Source: an optimization exercise on an open RTL-to-GDS flow (aim: small area, a short achievable clock period and few clock cycles). Production flows keep margins and buffers that such runs may drop.
Where RTL was checked, it was by simulation tests only, not by an equivalence proof against the original.
No activity file was given, so power comes from the tool's default toggle rates.

== job 2878 ==
## rv_core
module rv_core (
    input  logic             clk_in,
    input  logic             reset_in,
    output logic             wb_we,
    output logic             wb_stb,
    output logic             wb_cyc,
    output logic [32-1:0] wb_wdata,
    output logic [32-1:0] wb_addr,
    input  logic             wb_ack,
    input  logic [32-1:0] wb_rdata
);
Size in the first run: about 5200 cells after synthesis, ~1200 flip-flops, about 100 I/O pins, roughly 0.062 sq mm of cells after synthesis.
clock: 10.0 ns
lec_check: 0
abc_clock_period_in_ps: 5000
cap_margin: 20
core_margin: 2
core_utilization: 35
cts_buf_list: sky130_fd_sc_hd__clkbuf_16
cts_cluster_diameter: 100
cts_cluster_size: 20
place_density: 0.5
setup_slack_margin: 5
slew_margin: 20
run.sh (not shown) runs the stock make flow with config.mk's settings and CLKGATE_MAP_FILE= SYNTH_SCRIPT=/design/flow/synth_recipe.tcl, a recipe that flattens the netlist after the stock synthesis.
Testbench counts of job 2878, summed over its fixed seeds: cycles 14,862.
diff inputs: job 2878 => job 9762
- SETUP_SLACK_MARGIN: 5 -> unset
==> flow/flow/run.sh (new file) <==
#!/bin/bash
# The standard layout (the standard.sh, unchanged synthesis), with the
# setup repair told to aim 6.15 ns below the 10 ns clock, so that it keeps
# sizing the critical paths past the point where the clock is just met.
set -o pipefail
export SETUP_SLACK_MARGIN=6.15
bash standard.sh > standard.log 2>&1
==> flow/standard.sh (new file) <==
#!/bin/bash
# synth_recipe.tcl (not shown) runs the flow's synth.tcl, then flattens the netlist and writes it again
# the make line also repeats each setting of config.mk as NAME=value (left out here)
make -C /OpenROAD-flow-scripts/flow DESIGN_CONFIG=/design/flow/config.mk WORK_HOME=/design/flow/orfs CLKGATE_MAP_FILE= SYNTH_SCRIPT=/design/flow/synth_recipe.tcl "${@:-finish}"
removed: flow/run.sh
--- outcome ---
Job 2878: PASS, flow complete, no timing, DRC or antenna violations
In summary, job 9762 completed successfully, with a layout that passed the timing, DRC and antenna checks.
Relative to job 2878, count of instances resized after the clock tree is built has gone up in job 9762.
Critical path startpoint: x_sub$_DFFE_PP_ -> job 9762, wb_rdata[21] -> job 2878
Lower arrival time of the worst setup path was reported by job 9762, not job 2878.
Area added between synthesis and finish in job 9762 is 11 points higher than in job 2878
Job 9762 — initial antenna violation count 2 lower, job 2878 as reference
Diff job 2878 -> job 9762: top achievable clock speed climbed 24%, post-placement worst setup slack climbed 160 ps, share of total power in combinational logic climbed 2.6 points, wire length climbed about 4.4%, cell depth of the worst min-delay path dropped 2.
According to the power report, total power for job 9762 is higher than for job 2878.
Input-level comparison between job 1384 and job 9762:
- CORE_UTILIZATION: 35 -> 50
- PLACE_DENSITY: 0.5 -> 0.65
-- flow/flow/run.sh --
<<< job 9762, line 3
# setup repair told to aim 6.15 ns below the 10 ns clock, so that it keeps
>>> job 1384, line 3
# setup repair told to aim 6 ns below the 10 ns clock, so that it keeps
<<< job 9762, line 6
export SETUP_SLACK_MARGIN=6.15
>>> job 1384, line 6
export SETUP_SLACK_MARGIN=6
Findings:
No stage failed in job 1384, and the final checks on the layout all came back clean. Relative to job 9762, the number of well-tap cells placed of job 1384 is lower by 31%. The shortest period the worst path allows in job 1384 was higher than what job 9762 gave. Status: post-CTS clock slew at the launch and capture registers of the worst setup and hold paths parity (job 1384, job 9762). For the fmax, job 1384 came in 4.0% lower than job 9762 did. Against job 9762, job 1384 reports a number of clock-tree buffers in the layout that is higher. Looking at worst hold margin, job 1384 sits 9.5 ps higher than job 9762 does. The run showing the smaller cell area is job 1384.
--- input diff job 1384..job 4264 ---
- swapping 50 for 35 in CORE_UTILIZATION
- swapping 0.65 for 0.5 in PLACE_DENSITY
Notes after the runs:
Having completed the whole flow, job 4264 delivered a layout that passed the timing, DRC and antenna checks.
The critical path's slowest cell comes out sky130_fd_sc_hd__edfxtp_1 in one run and sky130_fd_sc_hd__buf_4 in the other, namely in job 4264 and job 1384 respectively.
Job 1384 has a lower buffer share of cell area than job 4264.
Changes observed in job 4264 relative to job 1384: count of cells along the worst register-to-register path -3, later-pin clock latency in the skew report level.


rv_core, a different RTL version from the one above (not shown whole).
Size in the first run: roughly 4700 cells after synthesis, ~1200 flip-flops, ~100 I/O pins, roughly 60000 µm² of cells after synthesis.
export LEC_CHECK = 0
export ABC_CLOCK_PERIOD_IN_PS = 5000
export CAP_MARGIN = 20
export CORE_MARGIN = 2
export CORE_UTILIZATION = 40
export CTS_BUF_LIST = sky130_fd_sc_hd__clkbuf_16
export CTS_CLUSTER_DIAMETER = 100
export CTS_CLUSTER_SIZE = 20
export PLACE_DENSITY = 0.55
export SLEW_MARGIN = 20
create_clock -name core_clock -period 10.0 [get_ports {clk_in}]
standard.sh (not shown) runs the stock make flow with config.mk's settings and CLKGATE_MAP_FILE= SYNTH_SCRIPT=/design/flow/synth_recipe.tcl, a recipe that flattens the netlist after the stock synthesis.
==> flow/flow/run.sh <==
#!/bin/bash
# The standard layout (the standard.sh, unchanged synthesis), with the
# setup repair told to aim 6 ns below the 10 ns clock, so that it keeps
# sizing the critical paths past the point where the clock is just met.
set -o pipefail
export SETUP_SLACK_MARGIN=6
bash standard.sh > standard.log 2>&1
The first run completed without violations.
Testbench counts at the start, summed over its fixed seeds: cycles 14,862.
Rerun with:
Settings changed: CORE_UTILIZATION 40 to 35, PLACE_DENSITY 0.55 to 0.5.
After rerunning: Worst setup slack gains 0.034 ns. Sequential cell count does not change. Combinational power came out lower by about 5%. Global-route usage fell by 4.8 points. Wire length barely changes. Area after synthesis stays the same. Clock skew climbs by 0.0093 ns. Cell area fell by 2.4%. Cell count goes up by 2.3%. Sequential power stays flat. Worst hold slack stays flat.


rv_core, a different RTL version from the one above (not shown whole).
For scale: roughly 5300 cells after synthesis, ~1200 flip-flops, about 100 I/O pins, ~63000 µm² of cells after synthesis.
Settings: LEC_CHECK=0, ABC_CLOCK_PERIOD_IN_PS=5000, CAP_MARGIN=20, CORE_MARGIN=2, CORE_UTILIZATION=35, CTS_BUF_LIST=sky130_fd_sc_hd__clkbuf_8, CTS_CLUSTER_SIZE=30, PLACE_DENSITY=0.5, SETUP_SLACK_MARGIN=5, SLEW_MARGIN=20; clock period 10.0 ns.
run.sh (not shown) runs the stock make flow with config.mk's settings and CLKGATE_MAP_FILE= SYNTH_SCRIPT=/design/flow/synth_recipe.tcl, a recipe that flattens the netlist after the stock synthesis.
Stock flow here: none of the scripts above is used.
Change:
Settings changed: CTS_BUF_LIST sky130_fd_sc_hd__clkbuf_8 to not set, CTS_CLUSTER_SIZE 30 to not set.
=> Setup slack improved by 0.15 ns. Die area is unchanged. Non-clock buffer count is higher by 16.
No run of this note included a check of the RTL's function; only the layout flow was run.

afterwards: timing with drivers on the ports:
The results above use ideal ports. As a check the final layouts listed here were re-extracted and re-timed, cells and wires unchanged. Step 1 assumes that a clkbuf_16 drives the clock port and a buf_2 every other input. Step 2 times the ports against the registers' clock, not the clock port: input delays grow and output delays shrink by t, the midpoint of the rising clock arrivals with the driver on. a / b / c = ideal ports / drivers / drivers and shift; a / b = the first two.
| run | t, ns | setup WS [ns] | worst slew at a driven data input, ns |
|---|---|---|---|
| job 2878 | 0.819 | 4.911 / 4.879 / 4.060 | 0.12 |
| job 9762 | 0.830 | 5.907 / 5.907 / 5.210 | 0.09 |
| job 1384 | 0.815 | 5.738 / 5.789 / 4.975 | 0.14 |
| job 4264 | 0.815 | 5.887 / 5.887 / 5.074 | 0.19 |
| the first run of note 2 | 0.788 | 5.678 / 5.678 / 5.136 | 0.07 |
| the second run of note 2 | 0.808 | 5.712 / 5.712 / 5.011 | 0.17 |
| the first run of note 3 | 1.071 | 4.439 / 4.377 / 3.307 | 0.15 |
| the second run of note 3 | 0.909 | 4.591 / 4.661 / 3.752 | 0.16 |
After both steps every run listed still meets setup and hold. For the first run of note 3, which loses most, drivers alone change the setup slack by -0.062 ns; drivers and shift together by -1.132 ns.
